What follows belongs to an exercise in optimizing a design on an open flow for small area, a short achievable clock period and few clock cycles per item; a production flow would make more cautious choices. Function was checked by simulation only, so behaviour that the tests miss may differ from the original. Power figures rest on the tool's default switching activity, not on a simulated workload.

### flow/config.mk
export PLATFORM = sky130hd
export DESIGN_NAME = miss_handler
export DESIGN_NICKNAME = miss_handler
export VERILOG_FILES = /design/flow/design.v
export SDC_FILE = /design/flow/constraint.sdc
export NUM_CORES = 4
export LEC_CHECK = 0
export CAP_MARGIN = 20
export CORE_MARGIN = 2
export CORE_UTILIZATION = 70
export CTS_BUF_LIST = sky130_fd_sc_hd__clkbuf_8
export PLACE_DENSITY = 0.8
export SETUP_SLACK_MARGIN = 1.5
export SLEW_MARGIN = 20
export TNS_END_PERCENT = 5
export BUFFER_PORTS_ARGS = -buffer_cell sky130_fd_sc_hd__buf_2
export DONT_USE_CELLS = sky130_fd_sc_hd__clkdlybuf4s15_1 sky130_fd_sc_hd__clkdlybuf4s15_2 sky130_fd_sc_hd__clkdlybuf4s18_1 sky130_fd_sc_hd__clkdlybuf4s18_2 sky130_fd_sc_hd__clkdlybuf4s25_1 sky130_fd_sc_hd__clkdlybuf4s25_2 sky130_fd_sc_hd__clkdlybuf4s50_1 sky130_fd_sc_hd__clkdlybuf4s50_2 sky130_fd_sc_hd__dlygate4sd1_1 sky130_fd_sc_hd__dlygate4sd2_1 sky130_fd_sc_hd__dlygate4sd3_1 sky130_fd_sc_hd__dlymetal6s2s_1 sky130_fd_sc_hd__dlymetal6s4s_1 sky130_fd_sc_hd__dlymetal6s6s_1
### flow/constraint.sdc
create_clock -name core_clock -period 4.5 [get_ports {clk_i}]
set_input_delay 0.9000 -clock core_clock [delete_from_list [all_inputs] [get_ports {clk_i}]]
set_output_delay 0.9000 -clock core_clock [all_outputs]
set_load 0.01 [all_outputs]
### flow/design.v
package miss_pkg;
    localparam int NLINE_W    = 26;
    localparam int SET_W      = 6;
    localparam int TAG_W      = 20;
    localparam int WAY_W      = 2;
    localparam int BEATS      = 4;
    localparam int BEAT_W     = 2;
    localparam int DATA_W     = 64;
    localparam int ID_W       = 4;
    localparam int MSHR_N     = 4;
    localparam int MSHR_W     = 2;
    localparam int DATA_DEPTH = 8;
    localparam int META_DEPTH = 2;
    localparam int ALLOC_W    = NLINE_W + WAY_W + BEAT_W + 2 * ID_W + 1;
    localparam int DATA_AW    = $clog2(DATA_DEPTH);
    localparam int META_AW    = $clog2(META_DEPTH);
    typedef struct packed {
        logic [NLINE_W-1:0] nline;
        logic [WAY_W-1:0]   way;
        logic [BEAT_W-1:0]  word;
        logic [ID_W-1:0]    sid;
        logic [ID_W-1:0]    tid;
        logic               need_rsp;
    } miss_alloc_t;
    typedef struct packed {
        logic        valid;
        miss_alloc_t req;
    } mshr_entry_t;
    typedef struct packed {
        logic [NLINE_W-1:0] nline;
        logic [MSHR_W-1:0]  id;
    } mem_req_t;
    typedef struct packed {
        logic [DATA_W-1:0] data;
        logic [MSHR_W-1:0] id;
        logic              error;
        logic              last;
    } mem_resp_t;
    typedef struct packed {
        logic [MSHR_W-1:0] id;
        logic              error;
    } refill_meta_t;
    typedef struct packed {
        logic [SET_W-1:0]  set;
        logic [WAY_W-1:0]  way;
        logic [BEAT_W-1:0] beat;
        logic [DATA_W-1:0] data;
    } refill_wr_t;
    typedef struct packed {
        logic [SET_W-1:0] set;
        logic [WAY_W-1:0] way;
        logic             valid;
        logic [TAG_W-1:0] tag;
    } dir_entry_t;
    typedef struct packed {
        logic [DATA_W-1:0] data;
        logic [ID_W-1:0]   sid;
        logic [ID_W-1:0]   tid;
        logic              error;
    } core_rsp_t;
endpackage
`timescale 1ns/1ps
module miss_handler (
    input  logic                         clk_i,
    input  logic                         rst_ni,
    input  logic                         alloc_valid_i,
    input  logic [38:0]                  alloc_i,
    output logic                         alloc_ready_o,
    output logic                         mshr_full_o,
    output logic                         mem_req_valid_o,
    output logic [27:0]                  mem_req_o,
    input  logic                         mem_req_ready_i,
    input  logic                         mem_resp_valid_i,
    input  logic [67:0]                  mem_resp_i,
    output logic                         mem_resp_ready_o,
    output logic                         refill_req_o,
    input  logic                         refill_gnt_i,
    output logic                         refill_wr_valid_o,
    output logic [73:0]                  refill_wr_o,
    output logic                         dir_wr_valid_o,
    output logic [28:0]                  dir_wr_o,
    output logic                         core_rsp_valid_o,
    output logic [72:0]                  core_rsp_o,
    input  logic [miss_pkg::NLINE_W-1:0] check_nline_i,
    output logic                         check_hit_o,
    output logic                         mshr_empty_o
);
    localparam int N = miss_pkg::MSHR_N;
    miss_pkg::miss_alloc_t alloc_s;
    miss_pkg::mem_resp_t   resp_s;
    miss_pkg::refill_wr_t  wr_s;
    miss_pkg::dir_entry_t  dir_s;
    miss_pkg::core_rsp_t   rsp_s;
    assign alloc_s = alloc_i;
    assign resp_s  = mem_resp_i;
    logic [N-1:0]                  valid_q;
    logic [miss_pkg::NLINE_W-1:0]  nline_q [N];
    logic [miss_pkg::WAY_W-1:0]    way_q   [N];
    logic [miss_pkg::BEAT_W-1:0]   word_q  [N];
    logic [miss_pkg::ID_W-1:0]     sid_q   [N];
    logic [miss_pkg::ID_W-1:0]     tid_q   [N];
    logic [N-1:0]                  rsp_q;
    logic [miss_pkg::MSHR_W-1:0]   idx_q, idx_d;
    logic [N-1:0]                  valid_d;
    logic                          take, ret;
    logic [miss_pkg::MSHR_W-1:0]   rid;
    assign mshr_full_o  = &valid_q;
    assign mshr_empty_o = ~|valid_q;
    assign alloc_ready_o   = mem_req_ready_i && !mshr_full_o;
    assign mem_req_valid_o = alloc_valid_i && !mshr_full_o;
    assign mem_req_o       = {alloc_s.nline, idx_q};
    assign take            = alloc_valid_i && alloc_ready_o;
    always_comb begin
        check_hit_o = 1'b0;
        for (int i = 0; i < N; i++) begin
            if (valid_q[i] && (nline_q[i] == check_nline_i)) begin
                check_hit_o = 1'b1;
            end
        end
    end
    always_comb begin
        valid_d = valid_q;
        if (ret) begin
            valid_d[rid] = 1'b0;
        end
        if (take) begin
            valid_d[idx_q] = 1'b1;
        end
    end
    always_comb begin
        idx_d = idx_q;
        if (!(mem_req_valid_o && !mem_req_ready_i)) begin
            idx_d = '0;
            for (int i = N - 1; i >= 0; i--) begin
                if (!valid_d[i]) begin
                    idx_d = miss_pkg::MSHR_W'(i);
                end
            end
        end
    end
    always_ff @(posedge clk_i or negedge rst_ni) begin
        if (!rst_ni) begin
            valid_q <= '0;
            idx_q   <= '0;
        end else begin
            valid_q <= valid_d;
            idx_q   <= idx_d;
        end
    end
    always_ff @(posedge clk_i) begin
        for (int i = 0; i < N; i++) begin
            if (take && idx_q == miss_pkg::MSHR_W'(i)) begin
                nline_q[i] <= alloc_s.nline;
                way_q[i]   <= alloc_s.way;
                word_q[i]  <= alloc_s.word;
                sid_q[i]   <= alloc_s.sid;
                tid_q[i]   <= alloc_s.tid;
                rsp_q[i]   <= alloc_s.need_rsp;
            end
        end
    end
    logic [miss_pkg::BEAT_W-1:0] cnt_q;
    logic                        mid, fire;
    assign mid              = (cnt_q != '0);
    assign refill_req_o     = mem_resp_valid_i && !mid;
    assign mem_resp_ready_o = mid || refill_gnt_i;
    assign fire             = mem_resp_valid_i && mem_resp_ready_o;
    assign rid              = resp_s.id;
    assign ret              = fire && (cnt_q == miss_pkg::BEAT_W'(miss_pkg::BEATS - 1));
    always_ff @(posedge clk_i or negedge rst_ni) begin
        if (!rst_ni) begin
            cnt_q <= '0;
        end else if (fire) begin
            cnt_q <= cnt_q + 1'b1;
        end
    end
    assign refill_wr_valid_o = fire && !resp_s.error;
    assign wr_s.set  = nline_q[rid][miss_pkg::SET_W-1:0];
    assign wr_s.way  = way_q[rid];
    assign wr_s.beat = cnt_q;
    assign wr_s.data = resp_s.data;
    assign refill_wr_o = wr_s;
    assign dir_wr_valid_o = ret;
    assign dir_s.set   = nline_q[rid][miss_pkg::SET_W-1:0];
    assign dir_s.way   = way_q[rid];
    assign dir_s.valid = !resp_s.error;
    assign dir_s.tag   = nline_q[rid][miss_pkg::NLINE_W-1 -: miss_pkg::TAG_W];
    assign dir_wr_o    = dir_s;
    logic [N-1:0] word_now;
    for (genvar g = 0; g < N; g++) begin : g_word
        assign word_now[g] = rsp_q[g] && (word_q[g] == cnt_q);
    end
    assign core_rsp_valid_o = fire && word_now[rid];
    assign rsp_s.data  = resp_s.data;
    assign rsp_s.sid   = sid_q[rid];
    assign rsp_s.tid   = tid_q[rid];
    assign rsp_s.error = resp_s.error;
    assign core_rsp_o  = rsp_s;
endmodule
### flow/flow/run.sh
#!/bin/bash
# Standard synthesis, then its combinational logic re-mapped by ABC without the
# slow 4-input mux/NOR/OR cells (flip-flops untouched), then the standard layout
# from that netlist, with plain buffers on the ports, delay cells kept out of
# repair and sizing not held to each cell's footprint.
set -euo pipefail
cat >> config.mk <<'MK'
export BUFFER_PORTS_ARGS = -buffer_cell sky130_fd_sc_hd__buf_2
export DONT_USE_CELLS = sky130_fd_sc_hd__clkdlybuf4s15_1 sky130_fd_sc_hd__clkdlybuf4s15_2 sky130_fd_sc_hd__clkdlybuf4s18_1 sky130_fd_sc_hd__clkdlybuf4s18_2 sky130_fd_sc_hd__clkdlybuf4s25_1 sky130_fd_sc_hd__clkdlybuf4s25_2 sky130_fd_sc_hd__clkdlybuf4s50_1 sky130_fd_sc_hd__clkdlybuf4s50_2 sky130_fd_sc_hd__dlygate4sd1_1 sky130_fd_sc_hd__dlygate4sd2_1 sky130_fd_sc_hd__dlygate4sd3_1 sky130_fd_sc_hd__dlymetal6s2s_1 sky130_fd_sc_hd__dlymetal6s4s_1 sky130_fd_sc_hd__dlymetal6s6s_1
MK
bash standard.sh synth > standard_synth.log 2>&1
R=orfs/results/$FLOW_PLATFORM/miss_handler/base
LIB=$FLOW_HOME/platforms/$FLOW_PLATFORM/lib/sky130_fd_sc_hd__tt_025C_1v80.lib
YOSYS=$FLOW_HOME/../tools/install/yosys/bin/yosys
[ -x "$YOSYS" ] || YOSYS=yosys
cp $R/1_2_yosys.v $R/1_2_yosys_standard.v
printf 'set_driving_cell sky130_fd_sc_hd__buf_1\nset_load 5\n' > abc_remap.constr
sed -e "s#{LIB}#$LIB#g" -e "s#{NET_IN}#$R/1_2_yosys_standard.v#" -e "s#{NET_OUT}#$R/1_2_yosys.v#" \
    -e "s#{TOP}#$FLOW_TOP#g" -e "s#{SCRIPT}#$FLOW_HOME/scripts/abc_speed.script#" \
    -e "s#{CONSTR}#abc_remap.constr#" flow/remap.ys > remap_run.ys
"$YOSYS" -l remap.log remap_run.ys > /dev/null 2>&1
touch $R/1_2_yosys.v
bash standard.sh MATCH_CELL_FOOTPRINT=0 finish > standard.log 2>&1
### flow/flow/remap.ys
# Re-map the combinational logic of the standard synthesis with ORFS's ABC speed
# script, without the slow 4-input mux, NOR and OR cells.
# The flip-flops stay as the standard synthesis made them (same cells, same names).
read_liberty -ignore_miss_func {LIB}
read_verilog {NET_IN}
hierarchy -top {TOP}
blackbox *__df* *__edf*
flatten -noscopeinfo
hierarchy -top {TOP}
opt -purge
abc -script {SCRIPT} -liberty {LIB} -constr {CONSTR} -dont_use *lpflow* -dont_use *probe* -dont_use *dlygate* -dont_use *clkdlybuf* -dont_use *dlymetal* -dont_use sky130_fd_sc_hd__mux4_1 -dont_use sky130_fd_sc_hd__mux4_2 -dont_use sky130_fd_sc_hd__mux4_4 -dont_use sky130_fd_sc_hd__nor4_1 -dont_use sky130_fd_sc_hd__nor4_2 -dont_use sky130_fd_sc_hd__nor4_4 -dont_use sky130_fd_sc_hd__nor4b_1 -dont_use sky130_fd_sc_hd__nor4b_2 -dont_use sky130_fd_sc_hd__nor4b_4 -dont_use sky130_fd_sc_hd__nor4bb_1 -dont_use sky130_fd_sc_hd__nor4bb_2 -dont_use sky130_fd_sc_hd__nor4bb_4 -dont_use sky130_fd_sc_hd__or4_1 -dont_use sky130_fd_sc_hd__or4_2 -dont_use sky130_fd_sc_hd__or4_4 -dont_use sky130_fd_sc_hd__or4b_1 -dont_use sky130_fd_sc_hd__or4b_2 -dont_use sky130_fd_sc_hd__or4b_4 -dont_use sky130_fd_sc_hd__or4bb_1 -dont_use sky130_fd_sc_hd__or4bb_2 -dont_use sky130_fd_sc_hd__or4bb_4 -D 4.5
opt_clean -purge
read_liberty -lib -ignore_redef {LIB}
hilomap -singleton -hicell sky130_fd_sc_hd__conb_1 HI -locell sky130_fd_sc_hd__conb_1 LO
insbuf -buf sky130_fd_sc_hd__buf_4 A X
check -assert -mapped
stat -liberty {LIB}
write_verilog -noattr -nohex -nodec {NET_OUT}
### flow/standard.sh
#!/bin/bash
# synth_recipe.tcl (not shown) runs the flow's synth.tcl, then flattens the netlist and writes it again
# the make line also repeats each setting of config.mk as NAME=value (left out here)
make -C /OpenROAD-flow-scripts/flow DESIGN_CONFIG=/design/flow/config.mk WORK_HOME=/design/flow/orfs CLKGATE_MAP_FILE= SYNTH_SCRIPT=/design/flow/synth_recipe.tcl "${@:-finish}"
==> impl_metrics.toml, run 1 <==
[grt]
grt_pass1_wl_um = 34260
grt_antenna_before_repair = 0
grt-ovfl-total = 0
grt_pass1_vias = 5422
grt_max_degree = 59
grt_util_all_layers_pct = 36.28

[critical_path]
cp_slowest_cell = "buf_16"
cp-end-kind = "output pin"
cp_top_family = "buffers and inverters"
crit_path_max_incr_delay_ns = 0.28
crit_path_cell_trace = "buf_12, buf_16, nor2b_1, a211oi_1, a21oi_1, buf_2"
worstPathArrival_ns = 2.10
path_buf_inv = 3
cp.required_ns = 3.60
cp_max_fo = 58
critPathKind = "input pin to output pin"
setup.worst_path.start_class = "input pin"

[sta]
rsz0062_at_grt = "true"
drv_slew = 0
period_minus_slack_ns = 2.997
hold_viol_final = 0
finalClockSkew_ns = 0.01077
relSlewSlack_pct = 25.39
fmax_mhz = 333.6
fin_tns_setup_ns = 0
holdWs_ns = 0.2682
setup_viol = 0
period_share_pct = 66.61
worst_pin_slew_ns = 1.119

[cts]
cts_htree_levels = 4
cts_tree = "done"
cts.path.max_buffers = 2
cts_hold_buf = 0
cts_buffers = 17
clkSinkCount = 164
cts-resized-gates = 8
cts_root_buffer = "clkbuf_8"
postCtsSetupRepairBufs = 0
clk_latency_ns = 0.46
clk_pin_slew_ns = 0.08

[place]
port_buffers = 159
dpl_cell_area_mm2 = 0.008605
placed_cells = 858
gp_congestion = 0.9285
dp_hpwl_um = 18510

[drt]
final_antenna_net_count = 0
wire_per_inst_um = 27.93
wl_um = 24780
first_pass_iters = 5
vias = 5510
drtIter0Drc = 484
viasPerCell = 6.212
drc = 0

[cells_and_area]
antenna_cells = 0
area_delta_synth_final_pct = 1.604
final_cell_area_mm2 = 0.009116
final_cell_count_no_fill = 887
final-seq-area_mm2 = 0.004886
nFillCells = 821
multiInputGateArea_mm2 = 0.002639
drive_gt1_share_pct = 29.93
nets = 844

[logic_synthesis]
synth_nets = 875
synth_warnings = 6
synth_cells = 736
syn_area_mm2 = 0.008972
avgSynthCellArea_um2 = 12.19

[worst_hold_path]
min_path_type = "input pin to async pin"

[die]
die_h_um = 117.2
row_count = 41
start_util_pct = 71.39
die_area_mm2 = 0.01374
coreArea_mm2 = 0.01257
io_pins = 353
die_w_um = 117.2

[power_and_ir_drop]
power.density_mw_per_mm2 = 439.1
ir_drop_mv = 0.2963
finalPower_mw = 4.003
p_leak_nw = 3.232

[flow_run]
cap_violations = 0

[outcome]
status = "no timing/DRC/antenna violations"
[worst paths after layout]
kind	startpoint	end	slack, ns	cells past startpoint
worst max-delay path	mem_resp_i[2]	dir_wr_o[13]	1.50	6
worst max register to register	valid_q[3]	nline_q[2][4]	2.17	4
max in group asynchronous	rst_ni	cnt_q[1]	4.04	1
worst min-delay path	rst_ni	cnt_q[0]	0.27	1
worst min register to register	cnt_q[1]	cnt_q[1]	0.66	1
min in group core_clock	alloc_i[6]	sid_q[0][1]	0.64	1
[per-layer routing]
metal | vias up | routed length, µm | global-route usage [%]
met5 | - | 125 | 9.259
met4 | 4 | 618 | 11.76
met3 | 49 | 4343 | 23.07
met2 | 432 | 11380 | 54.18
met1 | 2669 | 8305 | 42.46
li1 | 2356 | - | -
[report_power, final]
part | total [mW] | switching (mW) | internal [mW] | leakage, nW
clock network | 1.21 | 0.510 | 0.701 | 0.228
logic | 0.764 | 0.456 | 0.308 | 1.50
registers | 2.03 | 0.163 | 1.87 | 1.51
[registers in the layout (all words and copies together), names as in the netlist]
register,count
idx_q,2
rsp_q,4
tid_q,16
word_q,8
cnt_q,2
way_q,8
valid_q,4
nline_q,104
sid_q,16
[per-stage QoR]
stage	utilization (%)	setup slack, ns
after detailed placement	68.46	1.091
final	72.53	1.503
after global placement	68.46	1.145
after floorplan	-	1.396
after CTS	72.19	1.472
after global routing	72.53	1.471
[layout make-up]
| type | count | share of cell area (%) |
|---|---|---|
| Sequential cell | 164 | 53.60 |
| Multi-Input combinational cell | 346 | 28.95 |
| Timing Repair Buffer | 166 | 9.786 |
| Clock buffer | 17 | 2.567 |
| Tap cell | 172 | 2.361 |
| Clock inverter | 12 | 2.333 |
| Inverter | 10 | 0.4117 |
[placed cells by master, fill, tap and decap left out, types with 2 or more instances in the layout]
| master | instances |
|---|---|
| buf_2 | 158 |
| edfxtp_1 | 156 |
| xnor2_1 | 108 |
| a21oi_1 | 38 |
| mux2i_1 | 36 |
| nor2b_1 | 36 |
| a211oi_1 | 36 |
| nand4_1 | 28 |
| clkbuf_8 | 17 |
| nand3_1 | 12 |
| nor2_1 | 10 |
| inv_1 | 8 |
| dfrtp_1 | 7 |
| bufinv_16 | 6 |
| nor3_1 | 5 |
| nand2_1 | 4 |
| clkinv_2 | 4 |
| xnor2_2 | 3 |
| nand3b_1 | 2 |
| o221ai_1 | 2 |
| nor2_4 | 2 |
| nand3_2 | 2 |
| clkinv_1 | 2 |
| o21ai_0 | 2 |
| o31ai_1 | 2 |
| buf_4 | 2 |
Testbench counts, summed over its fixed seeds: cycles 9,977, items 2,400.
==> run 2, diff against run 1 <==
--- a/flow/config.mk
+++ b/flow/config.mk
@@ -8,10 +8,9 @@
 export CAP_MARGIN = 20
 export CORE_MARGIN = 2
-export CORE_UTILIZATION = 70
+export CORE_UTILIZATION = 60
 export CTS_BUF_LIST = sky130_fd_sc_hd__clkbuf_8
-export PLACE_DENSITY = 0.8
+export PLACE_DENSITY = 0.7
 export SETUP_SLACK_MARGIN = 1.5
 export SLEW_MARGIN = 20
-export TNS_END_PERCENT = 5
 export BUFFER_PORTS_ARGS = -buffer_cell sky130_fd_sc_hd__buf_2
 export DONT_USE_CELLS = sky130_fd_sc_hd__clkdlybuf4s15_1 sky130_fd_sc_hd__clkdlybuf4s15_2 sky130_fd_sc_hd__clkdlybuf4s18_1 sky130_fd_sc_hd__clkdlybuf4s18_2 sky130_fd_sc_hd__clkdlybuf4s25_1 sky130_fd_sc_hd__clkdlybuf4s25_2 sky130_fd_sc_hd__clkdlybuf4s50_1 sky130_fd_sc_hd__clkdlybuf4s50_2 sky130_fd_sc_hd__dlygate4sd1_1 sky130_fd_sc_hd__dlygate4sd2_1 sky130_fd_sc_hd__dlygate4sd3_1 sky130_fd_sc_hd__dlymetal6s2s_1 sky130_fd_sc_hd__dlymetal6s4s_1 sky130_fd_sc_hd__dlymetal6s6s_1
==> impl_metrics.toml, run 2 <==
[outcome]
status = "no timing/DRC/antenna violations"

[sta]
worst_pin_slew_ns = 0.8101
fmax_mhz = 338.4
drv_slew = 0
period_share_pct = 65.67
setup_viol = 0
relSlewSlack_pct = 45.87
period_minus_slack_ns = 2.955
fin_tns_setup_ns = 0
rsz0062_at_grt = "true"
finalClockSkew_ns = 0.01301
hold_viol_final = 0

[grt]
grt_antenna_before_repair = 0
grt-ovfl-total = 0
grt_pass1_vias = 5139
grt_pass1_wl_um = 33650
grt_util_all_layers_pct = 29.44
grt_max_degree = 65

[power_and_ir_drop]
p_leak_nw = 3.226
pwr-share-comb_pct = 20.3
ir_drop_mv = 0.2135
p_int_mw = 2.652
clkPwrFrac_pct = 26.0
switching_share_pct = 29.27
switchingPower_mw = 1.098
power.density_mw_per_mm2 = 411.2
p_seq_share_pct = 53.8

[critical_path]
r2r-start = "valid_q[3]"
cp.required_ns = 3.60
cp_slowest_cell = "a21oi_1"
cp.depth = 5
worstPathArrival_ns = 2.05
path_buf_inv = 3
critPathKind = "input pin to output pin"
crit_path_max_incr_delay_ns = 0.32
rrSetupSlack_ns = 2.17
setup.worst_path.start_class = "input pin"
crit_path_cell_trace = "clkbuf_4, buf_6, a211oi_1, a21oi_1, buf_2"
cp-end-kind = "output pin"
reg2reg_depth = 4
reg2reg_to = "word_q[2][0]"
cp_max_fo = 23
cp_top_family = "buffers and inverters"

[drt]
viasPerCell = 5.834
first_pass_iters = 5
drtIter0Drc = 384
final_antenna_net_count = 0
wl_um = 23440
vias = 5262
drc = 0
wire_per_inst_um = 25.98

[die]
coreArea_mm2 = 0.01459
io_pins = 353
die_area_mm2 = 0.01595
start_util_pct = 61.50
row_count = 44
die_w_um = 126.3
die_h_um = 126.3

[place]
dp_hpwl_um = 17710
port_buffers = 159
gp_congestion = 0.8820
dpl_cell_area_mm2 = 0.008626

[logic_synthesis]
avgSynthCellArea_um2 = 12.19
synth_warnings = 6
synth_cells = 736
synth_nets = 875
syn_area_mm2 = 0.008972

[cells_and_area]
final_util_pct = 62.50
top_regs = "nline_q (104), sid_q (16), tid_q (16)"
final_cell_area_mm2 = 0.009119
drive_gt1_share_pct = 30.36
nFillCells = 1132
top_register = "nline_q"
final_common_cell = "buf_2"
antenna_cells = 0
nets = 845
layout_common_cells = "buf_2, edfxtp_1, xnor2_1"
area_delta_synth_final_pct = 1.632
largest_reg_flops = 104

[cts]
cts.path.max_buffers = 2
cts_buffers = 17
cts_root_buffer = "clkbuf_8"
cts_tree = "done"
clk_pin_slew_ns = 0.08
cts_hold_buf = 0
clk_latency_ns = 0.46
cts_htree_levels = 4
clkSinkCount = 164
postCtsSetupRepairBufs = 0

[worst_hold_path]
min_path_type = "input pin to async pin"

[flow_run]
cap_violations = 0
[run 2: worst max path at each step]
stage	from	to	slack (ns)
floorplan	mem_req_ready_i	nline_q[0][0]	1.53
global placement	mem_resp_i[2]	dir_wr_o[18]	1.09
detailed placement	mem_resp_i[2]	core_rsp_o[7]	1.06
CTS	mem_resp_i[2]	dir_wr_o[19]	1.50
global route	mem_resp_i[2]	dir_wr_o[19]	1.48
finish	mem_resp_i[3]	refill_wr_o[70]	1.55
[run 2: layout make-up]
cell class,count,area (µm²),share of cell area [%]
flip-flops and latches,164,4885,53.57
well taps,184,230.2,2.525
clock buffers,17,234.0,2.566
clock inverters,14,123.9,1.358
repair buffers,167,912.1,10.00
inverters,10,37.54,0.4116
multi-input cells,346,2696,29.57
[run 2: layer usage]
metal / vias to the layer above / share of wire [%] / routed length [µm] / GRT usage, %
met1: 2536 / 38 / 8980 / 36.10
met4: 4 / 1.3 / 298 / 7.434
li1: 2362 / - / - / -
met5: - / 0.41 / 97 / 8.669
met2: 328 / 46 / 10740 / 43.58
met3: 32 / 14 / 3316 / 17.93
[run 2: power by group through the flow]
stage / registers [mW] / logic (mW) / clock network (mW)
after detailed placement: 2.05 / 0.748 / 0
after CTS: 2.02 / 0.757 / 0.982
after global routing: 2.04 / 0.822 / 1.05
after floorplan: 1.99 / 0.674 / 0
final: 2.02 / 0.760 / 0.974
after global placement: 2.04 / 0.740 / 0
[run 2: what timing repair did]
action                     4_1_cts  5_1_grt
pin swaps                        0        3
setup endpoints to repair       46       18
gates resized for setup         11       15
gates cloned                     0        0
[run 2: stage by stage]
| stage | instances | hold slack (ns) | total power, mW | setup WS (ns) |
|---|---|---|---|---|
| final | 902 | 0.2776 | 3.750 | 1.545 |
| after global routing | 902 | 0.2686 | 3.904 | 1.483 |
| after CTS | 902 | 0.2688 | 3.755 | 1.502 |
| after detailed placement | 871 | 0.6589 | 2.797 | 1.055 |
| after global placement | 871 | 0.6587 | 2.783 | 1.087 |
| after floorplan | 736 | 0.5572 | 2.659 | 1.525 |
==> run 3, diff against run 2 <==
--- a/flow/flow/run.sh
+++ b/flow/flow/run.sh
@@ -6,5 +6,5 @@
 set -euo pipefail
 cat >> config.mk <<'MK'
-export BUFFER_PORTS_ARGS = -buffer_cell sky130_fd_sc_hd__buf_2
+export BUFFER_PORTS_ARGS = -buffer_cell sky130_fd_sc_hd__buf_1
 export DONT_USE_CELLS = sky130_fd_sc_hd__clkdlybuf4s15_1 sky130_fd_sc_hd__clkdlybuf4s15_2 sky130_fd_sc_hd__clkdlybuf4s18_1 sky130_fd_sc_hd__clkdlybuf4s18_2 sky130_fd_sc_hd__clkdlybuf4s25_1 sky130_fd_sc_hd__clkdlybuf4s25_2 sky130_fd_sc_hd__clkdlybuf4s50_1 sky130_fd_sc_hd__clkdlybuf4s50_2 sky130_fd_sc_hd__dlygate4sd1_1 sky130_fd_sc_hd__dlygate4sd2_1 sky130_fd_sc_hd__dlygate4sd3_1 sky130_fd_sc_hd__dlymetal6s2s_1 sky130_fd_sc_hd__dlymetal6s4s_1 sky130_fd_sc_hd__dlymetal6s6s_1
 MK
--- a/flow/config.mk
+++ b/flow/config.mk
@@ -8,9 +8,8 @@
 export CAP_MARGIN = 20
 export CORE_MARGIN = 2
-export CORE_UTILIZATION = 60
+export CORE_UTILIZATION = 40
 export CTS_BUF_LIST = sky130_fd_sc_hd__clkbuf_8
-export PLACE_DENSITY = 0.7
 export SETUP_SLACK_MARGIN = 1.5
 export SLEW_MARGIN = 20
-export BUFFER_PORTS_ARGS = -buffer_cell sky130_fd_sc_hd__buf_2
+export BUFFER_PORTS_ARGS = -buffer_cell sky130_fd_sc_hd__buf_1
 export DONT_USE_CELLS = sky130_fd_sc_hd__clkdlybuf4s15_1 sky130_fd_sc_hd__clkdlybuf4s15_2 sky130_fd_sc_hd__clkdlybuf4s18_1 sky130_fd_sc_hd__clkdlybuf4s18_2 sky130_fd_sc_hd__clkdlybuf4s25_1 sky130_fd_sc_hd__clkdlybuf4s25_2 sky130_fd_sc_hd__clkdlybuf4s50_1 sky130_fd_sc_hd__clkdlybuf4s50_2 sky130_fd_sc_hd__dlygate4sd1_1 sky130_fd_sc_hd__dlygate4sd2_1 sky130_fd_sc_hd__dlygate4sd3_1 sky130_fd_sc_hd__dlymetal6s2s_1 sky130_fd_sc_hd__dlymetal6s4s_1 sky130_fd_sc_hd__dlymetal6s6s_1
==> impl_metrics.toml, run 3 <==
[drt]
top_layer_used = "met4"
wl_met1_um = 9018
drc = 0
final_antenna_net_count = 0
vias = 5149
viasPerCell = 5.144
wl_met3_um = 2844
first_pass_iters = 4
met2WireLength_um = 11800
wire_per_inst_um = 23.96
drtIter0Drc = 340
wl_um = 23990

[grt]
grt_pass1_vias = 5051
grt_pass1_wl_um = 34170
grt_max_degree = 56
grt-ovfl-total = 0
grt_antenna_before_repair = 0
grt_util_all_layers_pct = 19.98

[critical_path]
crit_path_max_incr_delay_ns = 0.31
worstPathArrival_ns = 2.02
cp_slowest_cell = "xnor2_1"
cp-end-kind = "output pin"
setup.worst_path.start_class = "input pin"
critPathKind = "input pin to output pin"
cp_max_fo = 4
crit_path_cell_trace = "clkbuf_2, xnor2_1, nand4_1, nor2_1, nand3_1, nand4_1, buf_2"
cp.required_ns = 3.60
cp_common_cell = "nand4_1"

[logic_synthesis]
synth_nets = 875
syn_area_mm2 = 0.008972
synth_cells = 736
synth_warnings = 6
avgSynthCellArea_um2 = 12.19

[sta]
relSlewSlack_pct = 51.46
period_share_pct = 65.00
period_minus_slack_ns = 2.925
drv_slew = 0
finalClockSkew_ns = 0.01997
worst_pin_slew_ns = 0.7282
holdWs_ns = 0.3643
setup_viol = 0
fmax_mhz = 341.9
fin_tns_setup_ns = 0
rsz0062_at_grt = "false"
hold_viol_final = 0

[die]
die_h_um = 153.8
io_pins = 353
coreArea_mm2 = 0.02189
start_util_pct = 40.99
row_count = 54
die_area_mm2 = 0.02365
die_w_um = 153.8

[cells_and_area]
largest_reg_flops = 104
final-seq-area_mm2 = 0.004886
antenna_cells = 0
top_register = "nline_q"
multiInputGateArea_mm2 = 0.002902
final_common_cell = "edfxtp_1"
nFillCells = 2094
layout_common_cells = "edfxtp_1, buf_1, xnor2_1"
nets = 847
area_delta_synth_final_pct = 4.002
top_regs = "nline_q (104), sid_q (16), tid_q (16)"
final_cell_area_mm2 = 0.009331
drive_gt1_share_pct = 16.09

[cts]
cts_buffers = 17
cts_htree_levels = 4
clk_latency_ns = 0.45
postCtsSetupRepairBufs = 0
cts_tree = "done"
cts.path.max_buffers = 2
cts_hold_buf = 0
clkSinkCount = 164
clk_pin_slew_ns = 0.09
cts_root_buffer = "clkbuf_8"

[outcome]
status = "no timing/DRC/antenna violations"

[power_and_ir_drop]
p_seq_share_pct = 52.4
switching_share_pct = 30.02
pwr-share-comb_pct = 19.7
p_int_mw = 2.709
switchingPower_mw = 1.162
clkPwrFrac_pct = 27.9
power.density_mw_per_mm2 = 414.8
ir_drop_mv = 0.1589
p_leak_nw = 3.015

[place]
dp_hpwl_um = 17950
port_buffers = 159
gp_congestion = 0.8119
dpl_cell_area_mm2 = 0.008559

[worst_hold_path]
min_path_type = "input pin to async pin"

[flow_run]
cap_violations = 0
-- run 3: final cells by class --
type,instances,area share [%]
Tap cell,280,3.754
Timing Repair Buffer,169,8.126
Multi-Input combinational cell,346,31.09
Clock buffer,17,2.507
Sequential cell,164,52.36
Clock inverter,15,1.757
Inverter,10,0.4023
-- run 3: routing by layer --
layer | global-route usage (%) | vias up
met5 | 0 | -
met4 | 4.718 | 0
met3 | 9.865 | 22
met2 | 33.25 | 311
met1 | 23.24 | 2453
li1 | - | 2363
-- run 3: worst max-delay path, delay by kind of cell --
| kind | cells | cell delay (ns) |
|---|---|---|
| simple gates | 4 | 0.52 |
| xor+xnor | 1 | 0.31 |
| buf+inv | 2 | 0.29 |
-- run 3: timing repair --
action	4_1_cts	5_1_grt
resized for setup	35	61
pin swaps	3	15
setup endpoints to repair	46	23
hold endpoints to repair	0	0
-- run 3: power groups by stage --
| stage | clock [mW] | combinational [mW] | sequential [mW] |
|---|---|---|---|
| floorplan | 0 | 0.674 | 1.99 |
| global placement | 0 | 0.729 | 2.05 |
| detailed placement | 0 | 0.734 | 2.06 |
| CTS | 1.11 | 0.751 | 2.02 |
| global route | 1.17 | 0.838 | 2.05 |
| finish | 1.08 | 0.762 | 2.03 |
-- run 3: per-stage QoR --
step	util, %	power [mW]	cells	setup slack [ns]
2_1_floorplan	-	2.659	736	1.525
5_1_grt	42.63	4.055	1001	1.499
3_3_place_gp	39.10	2.781	969	1.072
4_1_cts	41.48	3.884	1001	1.509
6_report	42.63	3.871	1001	1.575
3_5_place_dp	39.10	2.789	969	1.077
-- run 3: worst paths after layout --
check	startpoint	endpoint	slack [ns]	depth (start not counted)
worst max-delay path	check_nline_i[12]	check_hit_o	1.58	7
worst min-delay path	rst_ni	cnt_q[0]	0.36	1
worst max register to register	valid_q[3]	nline_q[2][3]	2.27	4
worst min register to register	cnt_q[1]	cnt_q[1]	0.65	1
max in group asynchronous	rst_ni	cnt_q[1]	3.79	1
min in group core_clock	cnt_q[1]	cnt_q[1]	0.65	1
==> run 4, diff against run 3 <==
--- a/flow/config.mk
+++ b/flow/config.mk
@@ -8,6 +8,7 @@
 export CAP_MARGIN = 20
 export CORE_MARGIN = 2
-export CORE_UTILIZATION = 40
+export CORE_UTILIZATION = 70
 export CTS_BUF_LIST = sky130_fd_sc_hd__clkbuf_8
+export PLACE_DENSITY = 0.8
 export SETUP_SLACK_MARGIN = 1.5
 export SLEW_MARGIN = 20
==> impl_metrics.toml, run 4 <==
[critical_path]
cp.required_ns = 3.60
rrSetupSlack_ns = 2.23
critPathKind = "input pin to output pin"
setup.worst_path.start_class = "input pin"
reg2reg_depth = 4
cp_max_fo = 4
reg2reg_to = "way_q[0][1]"
r2r-start = "valid_q[3]"
cp-end-kind = "output pin"
worstPathArrival_ns = 2.11

[drt]
wl_um = 25330
final_antenna_net_count = 0
vias = 5528
viasPerCell = 6.204
drc = 0
drtIter0Drc = 536
first_pass_iters = 5
wire_per_inst_um = 28.43

[grt]
grt_pass1_wl_um = 33990
grt_antenna_before_repair = 0
grt_util_all_layers_pct = 35.81
grt_max_degree = 59
grt-ovfl-total = 0
grt_pass1_vias = 5252

[logic_synthesis]
synth_nets = 875
synth_warnings = 6
syn_area_mm2 = 0.008972
avgSynthCellArea_um2 = 12.19
synth_cells = 736

[place]
dp_hpwl_um = 18680
port_buffers = 159
placed_cells = 857
gp_congestion = 0.9431

[cells_and_area]
top_register = "nline_q"
drive_gt1_share_pct = 12.80
final_cell_count_no_fill = 891
area_delta_synth_final_pct = 0.7809
layout_common_cells = "edfxtp_1, buf_1, xnor2_1"
nets = 845
final_common_cell = "edfxtp_1"
largest_reg_flops = 104
antenna_cells = 0
top_regs = "nline_q (104), sid_q (16), tid_q (16)"

[worst_hold_path]
min_path_type = "input pin to async pin"

[die]
start_util_pct = 71.39
die_area_mm2 = 0.01374
io_pins = 353
row_count = 41
coreArea_mm2 = 0.01257
die_h_um = 117.2
die_w_um = 117.2

[cts]
clk_pin_slew_ns = 0.10
cts_buffers = 17
clk_latency_ns = 0.45
cts_root_buffer = "clkbuf_8"
cts.path.max_buffers = 2
postCtsSetupRepairBufs = 0
cts_tree = "done"
cts_htree_levels = 4
clkSinkCount = 164

[sta]
worst_pin_slew_ns = 0.8207
hold_viol_final = 0
fmax_mhz = 332.0
drv_slew = 0
period_minus_slack_ns = 3.012
period_share_pct = 66.93
fin_tns_setup_ns = 0
finalClockSkew_ns = 0.01575
relSlewSlack_pct = 45.16
setup_viol = 0
rsz0062_at_grt = "true"

[power_and_ir_drop]
power.density_mw_per_mm2 = 420.3
ir_drop_mv = 0.2724
p_leak_nw = 2.891

[flow_run]
cap_violations = 0

[outcome]
status = "no timing/DRC/antenna violations"
run 4: cell types whose count changed in the layout (fill, tap and decap cells not counted), moves of 5 or more:
cell,delta
buf_1,+8
buf_2,-5
buf_4,-5
inv_6,+5
xnor2_1,+18
xnor2_2,-16
run 4: worst max-delay path by stage:
| stage | startpoint | end | depth (start not counted) |
|---|---|---|---|
| final | check_nline_i[20] | check_hit_o | 7 |
| after global routing | check_nline_i[5] | check_hit_o | 7 |
| after global placement | mem_resp_i[2] | dir_wr_o[25] | 5 |
| after detailed placement | mem_resp_i[2] | dir_wr_o[25] | 6 |
| after CTS | check_nline_i[6] | check_hit_o | 7 |
| after floorplan | mem_req_ready_i | nline_q[0][0] | 2 |
run 4: per-stage QoR:
stage               power (mW)  worst slack [ns]  hold slack (ns)  area (µm²)  util (%)
floorplan                2.659             1.525           0.5572        8982         -
global placement         2.742             1.057           0.6541        8416     66.96
detailed placement       2.767             1.007           0.6804        8416     66.96
CTS                      3.780             1.506           0.3726        8927     71.03
global route             3.943             1.459           0.3754        9042     71.95
finish                   3.800             1.488           0.3849        9042     71.95
run 4: final cells by class:
type                    count  area [µm²]
clock inverters            15       146.4
flip-flops and latches    164        4886
repair buffers            167       779.5
fillers                   843        3526
well taps                 172       215.2
multi-input cells         346        2744
clock buffers              17       234.0
inverters                  10       37.54
run 4: where the power goes:
part | total [mW] | switching [mW] | internal (mW)
registers | 2.02 | 0.157 | 1.86
clock network | 1.03 | 0.573 | 0.453
logic | 0.754 | 0.462 | 0.292
run 4: what timing repair did:
item | in CTS | in global routing
pin swaps | 2 | 3
cloned | 1 | 1
hold buffers | 0 | 0
endpoints found under the setup margin | 46 | 7
gates resized for setup | 28 | 22
run 4: critical path, stage by stage:
cell and delay, ns:
clkbuf_2 0.15, xnor2_2 0.21, nand4_1 0.19, nor3_1 0.22, nand3_1 0.11, nand4_1 0.17, clkbuf_2 0.16
run 4: per-layer routing:
metal	track usage [%]	share of wire, %
met5	12.22	0.78
met2	51.00	44
met1	42.84	34
met4	10.67	2.5
met3	24.92	19
==> run 5, diff against run 4 <==
--- a/flow/flow/run.sh
+++ b/flow/flow/run.sh
@@ -6,6 +6,7 @@
 set -euo pipefail
 cat >> config.mk <<'MK'
-export BUFFER_PORTS_ARGS = -buffer_cell sky130_fd_sc_hd__buf_1
+export BUFFER_PORTS_ARGS = -buffer_cell sky130_fd_sc_hd__buf_2
 export DONT_USE_CELLS = sky130_fd_sc_hd__clkdlybuf4s15_1 sky130_fd_sc_hd__clkdlybuf4s15_2 sky130_fd_sc_hd__clkdlybuf4s18_1 sky130_fd_sc_hd__clkdlybuf4s18_2 sky130_fd_sc_hd__clkdlybuf4s25_1 sky130_fd_sc_hd__clkdlybuf4s25_2 sky130_fd_sc_hd__clkdlybuf4s50_1 sky130_fd_sc_hd__clkdlybuf4s50_2 sky130_fd_sc_hd__dlygate4sd1_1 sky130_fd_sc_hd__dlygate4sd2_1 sky130_fd_sc_hd__dlygate4sd3_1 sky130_fd_sc_hd__dlymetal6s2s_1 sky130_fd_sc_hd__dlymetal6s4s_1 sky130_fd_sc_hd__dlymetal6s6s_1
+export CTS_ARGS = -sink_clustering_enable -repair_clock_nets -buf_list sky130_fd_sc_hd__clkbuf_8 -dont_use_dummy_load
 MK
 bash standard.sh synth > standard_synth.log 2>&1
--- a/flow/config.mk
+++ b/flow/config.mk
@@ -13,4 +13,5 @@
 export SETUP_SLACK_MARGIN = 1.5
 export SLEW_MARGIN = 20
-export BUFFER_PORTS_ARGS = -buffer_cell sky130_fd_sc_hd__buf_1
+export BUFFER_PORTS_ARGS = -buffer_cell sky130_fd_sc_hd__buf_2
 export DONT_USE_CELLS = sky130_fd_sc_hd__clkdlybuf4s15_1 sky130_fd_sc_hd__clkdlybuf4s15_2 sky130_fd_sc_hd__clkdlybuf4s18_1 sky130_fd_sc_hd__clkdlybuf4s18_2 sky130_fd_sc_hd__clkdlybuf4s25_1 sky130_fd_sc_hd__clkdlybuf4s25_2 sky130_fd_sc_hd__clkdlybuf4s50_1 sky130_fd_sc_hd__clkdlybuf4s50_2 sky130_fd_sc_hd__dlygate4sd1_1 sky130_fd_sc_hd__dlygate4sd2_1 sky130_fd_sc_hd__dlygate4sd3_1 sky130_fd_sc_hd__dlymetal6s2s_1 sky130_fd_sc_hd__dlymetal6s4s_1 sky130_fd_sc_hd__dlymetal6s6s_1
+export CTS_ARGS = -sink_clustering_enable -repair_clock_nets -buf_list sky130_fd_sc_hd__clkbuf_8 -dont_use_dummy_load
==> impl_metrics.toml, run 5 <==
[outcome]
status = "no timing/DRC/antenna violations"

[sta]
fin_tns_setup_ns = 0
relSlewSlack_pct = 21.65
worst_pin_slew_ns = 1.175
finalClockSkew_ns = 0.02087
setup_viol = 0
fmax_mhz = 334.7
period_share_pct = 66.39
hold_viol_final = 0
period_minus_slack_ns = 2.987
rsz0062_at_grt = "true"
drv_slew = 0
holdWs_ns = 0.3175

[cells_and_area]
largest_reg_flops = 104
area_delta_synth_final_pct = -0.5160
drive_gt1_share_pct = 29.02
top_regs = "nline_q (104), sid_q (16), tid_q (16)"
final_common_cell = "buf_2"
top_register = "nline_q"
layout_common_cells = "buf_2, edfxtp_1, xnor2_1"
final_cell_area_mm2 = 0.008926
final_util_pct = 71.02
nets = 844

[logic_synthesis]
syn_area_mm2 = 0.008972
synth_nets = 875
synth_cells = 736
synth_warnings = 6
avgSynthCellArea_um2 = 12.19

[critical_path]
worstPathArrival_ns = 2.09
critPathKind = "input pin to output pin"
cp.required_ns = 3.60
setup.worst_path.start_class = "input pin"
cp_max_fo = 4
cp-end-kind = "output pin"

[drt]
top_layer_used = "met5"
drc = 0
final_antenna_net_count = 0
wl_met3_um = 4552
viasPerCell = 6.166
met2WireLength_um = 11040
first_pass_iters = 5
drtIter0Drc = 526
wire_per_inst_um = 28.51
wl_um = 24970
wl_met1_um = 8486
vias = 5401

[cts]
clkSinkCount = 164
clk_pin_slew_ns = 0.06
postCtsSetupRepairBufs = 0
cts_root_buffer = "clkbuf_8"
cts.path.max_buffers = 2
clk_latency_ns = 0.45
cts_htree_levels = 4
cts_buffers = 17
cts_tree = "done"

[die]
die_w_um = 117.2
start_util_pct = 71.39
coreArea_mm2 = 0.01257
io_pins = 353
die_area_mm2 = 0.01374
row_count = 41
die_h_um = 117.2

[power_and_ir_drop]
ir_drop_mv = 0.2459
finalPower_mw = 3.561
power.density_mw_per_mm2 = 398.9
p_leak_nw = 3.133

[place]
dpl_cell_area_mm2 = 0.008612
port_buffers = 159
dp_hpwl_um = 19090
gp_congestion = 0.9584

[grt]
grt_util_all_layers_pct = 35.94
grt_antenna_before_repair = 0
grt_pass1_wl_um = 34090
grt-ovfl-total = 0
grt_pass1_vias = 5289
grt_max_degree = 51

[flow_run]
cap_violations = 0

[worst_hold_path]
min_path_type = "input pin to async pin"
-- run 5: power by group --
group	total, mW	internal [mW]	switching, mW	leakage, nW
clock	0.770	0.333	0.437	0.122
combinational	0.768	0.310	0.457	1.50
sequential	2.02	1.87	0.157	1.51
-- run 5: timing repair --
action	CTS	global route
pin swaps	1	4
hold buffers	0	0
gates resized for setup	9	7
endpoints found under the setup margin	36	11
-- run 5: worst paths after layout --
| kind | start | to | slack (ns) | cells after the start |
|---|---|---|---|---|
| max | check_nline_i[20] | check_hit_o | 1.51 | 7 |
| min | rst_ni | idx_q[0] | 0.32 | 1 |
| max reg2reg | valid_q[3] | nline_q[0][4] | 2.18 | 4 |
| min reg2reg | cnt_q[1] | cnt_q[1] | 0.65 | 1 |
| min in group core_clock | cnt_q[1] | cnt_q[1] | 0.65 | 1 |
| max in group asynchronous | rst_ni | cnt_q[1] | 3.98 | 1 |
-- run 5: worst max-delay path: stages --
cell,delay [ns]
buf_2,0.15
xnor2_2,0.19
nand4_1,0.23
nor3_2,0.25
nand3_1,0.09
nand4_1,0.12
buf_2,0.15
-- run 5: per-stage QoR --
step                      setup WS [ns]  std cells
after floorplan                   1.525        736
after global placement            1.202        858
after detailed placement          1.164        858
after CTS                         1.512        875
after global routing              1.467        875
final                             1.513        876
-- run 5: layer usage --
layer | vias to the layer above | GRT usage (%)
met5 | - | 11.85
met4 | 4 | 12.47
met3 | 72 | 26.31
met2 | 405 | 52.15
met1 | 2573 | 40.47
li1 | 2347 | -
-- run 5: area by class of cell --
class / count / area (µm²)
well taps: 172 / 215.2
diodes: 1 / 2.502
flip-flops and latches: 164 / 4886
inverters: 10 / 37.54
clock buffers: 17 / 234.0
repair buffers: 166 / 893.4
fillers: 868 / 3642
multi-input cells: 346 / 2658
==> run 6, diff against run 5 <==
--- a/flow/flow/run.sh
+++ b/flow/flow/run.sh
@@ -8,5 +8,4 @@
 export BUFFER_PORTS_ARGS = -buffer_cell sky130_fd_sc_hd__buf_2
 export DONT_USE_CELLS = sky130_fd_sc_hd__clkdlybuf4s15_1 sky130_fd_sc_hd__clkdlybuf4s15_2 sky130_fd_sc_hd__clkdlybuf4s18_1 sky130_fd_sc_hd__clkdlybuf4s18_2 sky130_fd_sc_hd__clkdlybuf4s25_1 sky130_fd_sc_hd__clkdlybuf4s25_2 sky130_fd_sc_hd__clkdlybuf4s50_1 sky130_fd_sc_hd__clkdlybuf4s50_2 sky130_fd_sc_hd__dlygate4sd1_1 sky130_fd_sc_hd__dlygate4sd2_1 sky130_fd_sc_hd__dlygate4sd3_1 sky130_fd_sc_hd__dlymetal6s2s_1 sky130_fd_sc_hd__dlymetal6s4s_1 sky130_fd_sc_hd__dlymetal6s6s_1
-export CTS_ARGS = -sink_clustering_enable -repair_clock_nets -buf_list sky130_fd_sc_hd__clkbuf_8 -dont_use_dummy_load
 MK
 bash standard.sh synth > standard_synth.log 2>&1
==> flow/config.mk (replaced) <==
export PLATFORM = sky130hd
export DESIGN_NAME = miss_handler
export DESIGN_NICKNAME = miss_handler
export VERILOG_FILES = /design/flow/design.v
export SDC_FILE = /design/flow/constraint.sdc
export NUM_CORES = 4
export LEC_CHECK = 0
export CAP_MARGIN = 20
export CORE_MARGIN = 2
export CORE_UTILIZATION = 40
export CTS_BUF_LIST = sky130_fd_sc_hd__clkbuf_8
export SETUP_SLACK_MARGIN = 1.5
export SLEW_MARGIN = 20
export BUFFER_PORTS_ARGS = -buffer_cell sky130_fd_sc_hd__buf_2
export DONT_USE_CELLS = sky130_fd_sc_hd__clkdlybuf4s15_1 sky130_fd_sc_hd__clkdlybuf4s15_2 sky130_fd_sc_hd__clkdlybuf4s18_1 sky130_fd_sc_hd__clkdlybuf4s18_2 sky130_fd_sc_hd__clkdlybuf4s25_1 sky130_fd_sc_hd__clkdlybuf4s25_2 sky130_fd_sc_hd__clkdlybuf4s50_1 sky130_fd_sc_hd__clkdlybuf4s50_2 sky130_fd_sc_hd__dlygate4sd1_1 sky130_fd_sc_hd__dlygate4sd2_1 sky130_fd_sc_hd__dlygate4sd3_1 sky130_fd_sc_hd__dlymetal6s2s_1 sky130_fd_sc_hd__dlymetal6s4s_1 sky130_fd_sc_hd__dlymetal6s6s_1
==> impl_metrics.toml, run 6 <==
[power_and_ir_drop]
ir_drop_mv = 0.1605
power.density_mw_per_mm2 = 401.9
p_leak_nw = 3.266

[grt]
grt_max_degree = 60
grt_antenna_before_repair = 2
grt_pass1_vias = 5254
grt_util_all_layers_pct = 20.07
grt-ovfl-total = 0
grt_pass1_wl_um = 34870

[sta]
drv_slew = 0
hold_viol_final = 0
setup_viol = 0
fin_tns_setup_ns = 0
rsz0062_at_grt = "false"
finalClockSkew_ns = 0.01043
worst_pin_slew_ns = 1.010
relSlewSlack_pct = 32.44
setup_ws_ns = 1.545
period_share_pct = 65.68
fmax_mhz = 338.4
period_minus_slack_ns = 2.955

[critical_path]
crit_path_max_incr_delay_ns = 0.28
cp_slowest_cell = "xnor2_2"
critPathKind = "input pin to output pin"
cp.required_ns = 3.60
worstPathArrival_ns = 2.06
cp_top_family = "simple AND/OR/NAND/NOR gates"
setup.worst_path.start_class = "input pin"
path_buf_inv = 2
cp_max_fo = 4
cp-end-kind = "output pin"
crit_path_cell_trace = "buf_2, xnor2_2, nand4_1, nor3_2, nand3_1, nand4_1, buf_2"

[place]
gp_congestion = 0.8218
dpl_cell_area_mm2 = 0.008751
port_buffers = 159
place_ws_ns = 0.8732
dp_hpwl_um = 18400

[cells_and_area]
layout_common_cells = "buf_2, edfxtp_1, xnor2_1"
area_delta_synth_final_pct = 3.542
nets = 846
largest_reg_flops = 104
drive_gt1_share_pct = 32.50
top_regs = "nline_q (104), sid_q (16), tid_q (16)"
nFillCells = 2085
top_register = "nline_q"
final_cell_area_mm2 = 0.009290

[drt]
wl_um = 24150
final_antenna_net_count = 0
viasPerCell = 5.154
drc = 0
drtIter0Drc = 327
wire_per_inst_um = 24.10
vias = 5164
first_pass_iters = 4

[die]
start_util_pct = 40.99
die_area_mm2 = 0.02365
die_w_um = 153.8
coreArea_mm2 = 0.02189
io_pins = 353
row_count = 54
die_h_um = 153.8

[cts]
cts.path.max_buffers = 2
postCtsSetupRepairBufs = 0
clk_pin_slew_ns = 0.09
clkSinkCount = 164
cts_tree = "done"
cts_root_buffer = "clkbuf_8"
clk_latency_ns = 0.44
cts_htree_levels = 4
cts_buffers = 17

[outcome]
status = "no timing/DRC/antenna violations"

[flow_run]
cap_violations = 0

[logic_synthesis]
synth_nets = 875
synth_warnings = 6
avgSynthCellArea_um2 = 12.19
synth_cells = 736
syn_area_mm2 = 0.008972

[worst_hold_path]
min_path_type = "input pin to async pin"
[run 6: per-layer routing]
layer | GRT usage [%] | wire length (µm) | vias up
met1 | 22.58 | 8934 | 2478
met2 | 34.33 | 12160 | 304
met4 | 4.412 | 201 | 0
met3 | 10.03 | 2857 | 16
li1 | - | - | 2366
met5 | 0 | 0 | -
[run 6: repair_timing]
| action | CTS | global route |
|---|---|---|
| setup endpoints to repair | 46 | 21 |
| hold buffers | 0 | 0 |
| resized for setup | 15 | 24 |
| pin swaps | 0 | 8 |
[run 6: power by group]
part	internal (mW)	switching (mW)	total, mW
combinational	0.321	0.456	0.777
clock	0.383	0.554	0.937
sequential	1.86	0.156	2.02
[run 6: final timing paths]
path | start | endpoint | slack, ns | cells past startpoint
hold / removal | rst_ni | cnt_q[1] | 0.29 | 1
max in group asynchronous | rst_ni | cnt_q[1] | 4.02 | 1
setup / recovery | check_nline_i[10] | check_hit_o | 1.54 | 7
setup reg to reg | valid_q[3] | nline_q[0][14] | 2.10 | 4
hold reg to reg | cnt_q[1] | cnt_q[1] | 0.64 | 1
min in group core_clock | cnt_q[1] | cnt_q[1] | 0.64 | 1
[run 6: area by class of cell]
| class | count | area (µm²) | area share [%] |
|---|---|---|---|
| sequential | 164 | 4886 | 52.59 |
| clock inverter | 15 | 107.6 | 1.158 |
| tap | 280 | 350.3 | 3.771 |
| antenna | 2 | 5.005 | 0.05387 |
| multi-input combinational | 346 | 2756 | 29.67 |
| clock buffer | 17 | 234.0 | 2.519 |
| inverter | 10 | 37.54 | 0.4040 |
| timing repair buffer | 168 | 913.4 | 9.832 |
[run 6: per-stage QoR]
stage	hold WS, ns	total power [mW]	util [%]	std cells
5_1_grt	0.2525	3.920	42.43	1001
3_3_place_gp	0.6583	2.808	39.97	968
3_5_place_dp	0.6597	2.822	39.97	968
2_1_floorplan	0.5572	2.659	-	736
4_1_cts	0.2585	3.767	41.82	1000
6_report	0.2908	3.734	42.44	1002
==> run 7, diff against run 6 <==
--- a/flow/flow/run.sh
+++ b/flow/flow/run.sh
@@ -8,4 +8,5 @@
 export BUFFER_PORTS_ARGS = -buffer_cell sky130_fd_sc_hd__buf_2
 export DONT_USE_CELLS = sky130_fd_sc_hd__clkdlybuf4s15_1 sky130_fd_sc_hd__clkdlybuf4s15_2 sky130_fd_sc_hd__clkdlybuf4s18_1 sky130_fd_sc_hd__clkdlybuf4s18_2 sky130_fd_sc_hd__clkdlybuf4s25_1 sky130_fd_sc_hd__clkdlybuf4s25_2 sky130_fd_sc_hd__clkdlybuf4s50_1 sky130_fd_sc_hd__clkdlybuf4s50_2 sky130_fd_sc_hd__dlygate4sd1_1 sky130_fd_sc_hd__dlygate4sd2_1 sky130_fd_sc_hd__dlygate4sd3_1 sky130_fd_sc_hd__dlymetal6s2s_1 sky130_fd_sc_hd__dlymetal6s4s_1 sky130_fd_sc_hd__dlymetal6s6s_1
+export CTS_ARGS = -sink_clustering_enable -repair_clock_nets -buf_list sky130_fd_sc_hd__clkbuf_8 -dont_use_dummy_load -sink_clustering_size 30 -sink_clustering_max_diameter 100
 MK
 bash standard.sh synth > standard_synth.log 2>&1
--- a/flow/config.mk
+++ b/flow/config.mk
@@ -8,8 +8,10 @@
 export CAP_MARGIN = 20
 export CORE_MARGIN = 2
-export CORE_UTILIZATION = 40
+export CORE_UTILIZATION = 70
 export CTS_BUF_LIST = sky130_fd_sc_hd__clkbuf_8
+export PLACE_DENSITY = 0.8
 export SETUP_SLACK_MARGIN = 1.5
 export SLEW_MARGIN = 20
 export BUFFER_PORTS_ARGS = -buffer_cell sky130_fd_sc_hd__buf_2
 export DONT_USE_CELLS = sky130_fd_sc_hd__clkdlybuf4s15_1 sky130_fd_sc_hd__clkdlybuf4s15_2 sky130_fd_sc_hd__clkdlybuf4s18_1 sky130_fd_sc_hd__clkdlybuf4s18_2 sky130_fd_sc_hd__clkdlybuf4s25_1 sky130_fd_sc_hd__clkdlybuf4s25_2 sky130_fd_sc_hd__clkdlybuf4s50_1 sky130_fd_sc_hd__clkdlybuf4s50_2 sky130_fd_sc_hd__dlygate4sd1_1 sky130_fd_sc_hd__dlygate4sd2_1 sky130_fd_sc_hd__dlygate4sd3_1 sky130_fd_sc_hd__dlymetal6s2s_1 sky130_fd_sc_hd__dlymetal6s4s_1 sky130_fd_sc_hd__dlymetal6s6s_1
+export CTS_ARGS = -sink_clustering_enable -repair_clock_nets -buf_list sky130_fd_sc_hd__clkbuf_8 -dont_use_dummy_load -sink_clustering_size 30 -sink_clustering_max_diameter 100
==> impl_metrics.toml, run 7 <==
[logic_synthesis]
synth_nets = 875
synth_warnings = 6
synth_cells = 736
avgSynthCellArea_um2 = 12.19
syn_area_mm2 = 0.008972

[cts]
postCtsSetupRepairBufs = 0
cts_htree_levels = 4
cts_buffers = 17
cts_hold_buf = 0
cts.path.max_buffers = 2
clk_pin_slew_ns = 0.06
cts_tree = "done"
cts_root_buffer = "clkbuf_8"
clk_latency_ns = 0.45
clkSinkCount = 164

[die]
row_count = 41
die_w_um = 117.2
io_pins = 353
die_area_mm2 = 0.01374
coreArea_mm2 = 0.01257
die_h_um = 117.2
start_util_pct = 71.39

[place]
place_ws_ns = 1.164
gp_congestion = 0.9584
port_buffers = 159
dpl_cell_area_mm2 = 0.008612
dp_hpwl_um = 19090

[cells_and_area]
final_cell_area_mm2 = 0.008926
final-seq-area_mm2 = 0.004886
nFillCells = 868
area_delta_synth_final_pct = -0.5160
final_util_pct = 71.02
drive_gt1_share_pct = 29.02
layout_common_cells = "buf_2, edfxtp_1, xnor2_1"
nets = 844
top_regs = "nline_q (104), sid_q (16), tid_q (16)"
largest_reg_flops = 104
multiInputGateArea_mm2 = 0.002658
top_register = "nline_q"
final_common_cell = "buf_2"

[sta]
fin_tns_setup_ns = 0
worst_pin_slew_ns = 1.175
holdWs_ns = 0.3175
setup_viol = 0
period_minus_slack_ns = 2.987
period_share_pct = 66.39
rsz0062_at_grt = "true"
setup_ws_ns = 1.513
drv_slew = 0
finalClockSkew_ns = 0.02087
hold_viol_final = 0
relSlewSlack_pct = 21.65
fmax_mhz = 334.7

[outcome]
status = "no timing/DRC/antenna violations"

[critical_path]
cp_max_fo = 4
cp-end-kind = "output pin"
cp.required_ns = 3.60
worstPathArrival_ns = 2.09
setup.worst_path.start_class = "input pin"
critPathKind = "input pin to output pin"
crit_path_max_incr_delay_ns = 0.25
crit_path_cell_trace = "buf_2, xnor2_2, nand4_1, nor3_2, nand3_1, nand4_1, buf_2"
cp_slowest_cell = "nor3_2"

[drt]
vias = 5401
drc = 0
drtIter0Drc = 526
viasPerCell = 6.166
wl_um = 24970
wire_per_inst_um = 28.51
first_pass_iters = 5
final_antenna_net_count = 0

[flow_run]
cap_violations = 0

[grt]
grtUsageMet1_pct = 40.47
met2_usage_pct = 52.15
grt_busiest_layer = "met2"
grt_pass1_wl_um = 34090
grt-ovfl-total = 0
grt_max_degree = 51
grt_pass1_vias = 5289
grt_use_met3_pct = 26.31
grt_util_all_layers_pct = 35.94
grt_antenna_before_repair = 0

[power_and_ir_drop]
power.density_mw_per_mm2 = 398.9
p_leak_nw = 3.133
ir_drop_mv = 0.2459

[worst_hold_path]
min_path_type = "input pin to async pin"
-- run 7: cell type report --
| class | count | area share (%) |
|---|---|---|
| Antenna cell | 1 | 0.02803 |
| Clock buffer | 17 | 2.621 |
| Inverter | 10 | 0.4205 |
| Multi-Input combinational cell | 346 | 29.77 |
| Sequential cell | 164 | 54.74 |
| Tap cell | 172 | 2.411 |
| Timing Repair Buffer | 166 | 10.01 |
-- run 7: stage by stage --
step,total power [mW],std cells
global route,3.694,875
floorplan,2.659,736
detailed placement,2.805,858
CTS,3.557,875
global placement,2.776,858
finish,3.561,876
-- run 7: final timing paths --
| kind | from | to | slack (ns) | depth (start not counted) |
|---|---|---|---|---|
| setup / recovery | check_nline_i[20] | check_hit_o | 1.51 | 7 |
| hold / removal | rst_ni | idx_q[0] | 0.32 | 1 |
| min in group core_clock | cnt_q[1] | cnt_q[1] | 0.65 | 1 |
| max in group asynchronous | rst_ni | cnt_q[1] | 3.98 | 1 |
| setup reg to reg | valid_q[3] | nline_q[0][4] | 2.18 | 4 |
| hold reg to reg | cnt_q[1] | cnt_q[1] | 0.65 | 1 |
-- run 7: power breakdown --
| group | switching (mW) | internal, mW | total [mW] |
|---|---|---|---|
| clock network | 0.437 | 0.333 | 0.770 |
| registers | 0.157 | 1.87 | 2.02 |
| logic | 0.457 | 0.310 | 0.768 |
-- run 7: repair_timing --
item,CTS,global route
setup endpoints to repair,36,11
pin swaps,1,4
resized for setup,9,7
-- run 7: metal layers --
layer  part of all wire [%]  vias to the layer above
met1                     34                     2573
met4                    3.1                        4
met2                     44                      405
li1                       -                     2347
met5                   0.47                        -
met3                     18                       72
-- run 7: critical path, delay by kind of cell --
family / cells / cell delay, ns
AND/OR/NAND/NOR: 4 / 0.69
buffers and inverters: 2 / 0.30
XOR/XNOR: 1 / 0.19

re-timing with driven ports:
How much do the figures lean on ideal ports? The routed layouts below were timed once more, with nothing changed but the port constraints. Step 1: set_driving_cell puts a clkbuf_16 on clk_i and a buf_2 on each other input, an assumption about the parent block. Step 2 also shifts input and output timing later by t, the mid clock arrival at the registers, as if the neighbouring blocks saw the same clock. Slacks: ideal ports / drivers / drivers and shift; pairs: ideal ports / drivers.
| run | shift t [ns] | setup slack, ns | worst hold slack (ns) | clock arrival spread, ns |
|---|---|---|---|---|
| run 1 | 0.499 | 1.503 / 1.436 / 1.436 | 0.268 / 0.269 / 0.660 | 0.013 / 0.013 |
| run 2 | 0.492 | 1.545 / 1.492 / 1.492 | 0.278 / 0.263 / 0.665 | 0.013 / 0.013 |
| run 3 | 0.478 | 1.575 / 1.538 / 1.538 | 0.364 / 0.352 / 0.653 | 0.020 / 0.019 |
| run 4 | 0.478 | 1.488 / 1.439 / 1.439 | 0.385 / 0.435 / 0.667 | 0.015 / 0.016 |
| run 5 | 0.473 | 1.513 / 1.484 / 1.484 | 0.317 / 0.348 / 0.654 | 0.032 / 0.031 |
| run 6 | 0.473 | 1.545 / 1.495 / 1.495 | 0.291 / 0.277 / 0.644 | 0.015 / 0.015 |
| run 7 | 0.473 | 1.513 / 1.484 / 1.484 | 0.317 / 0.348 / 0.654 | 0.032 / 0.031 |
After both steps every run listed still meets setup and hold. The setup slack of run 1, which loses most, moves by -0.067 ns with the drivers and by -0.067 ns with both steps.
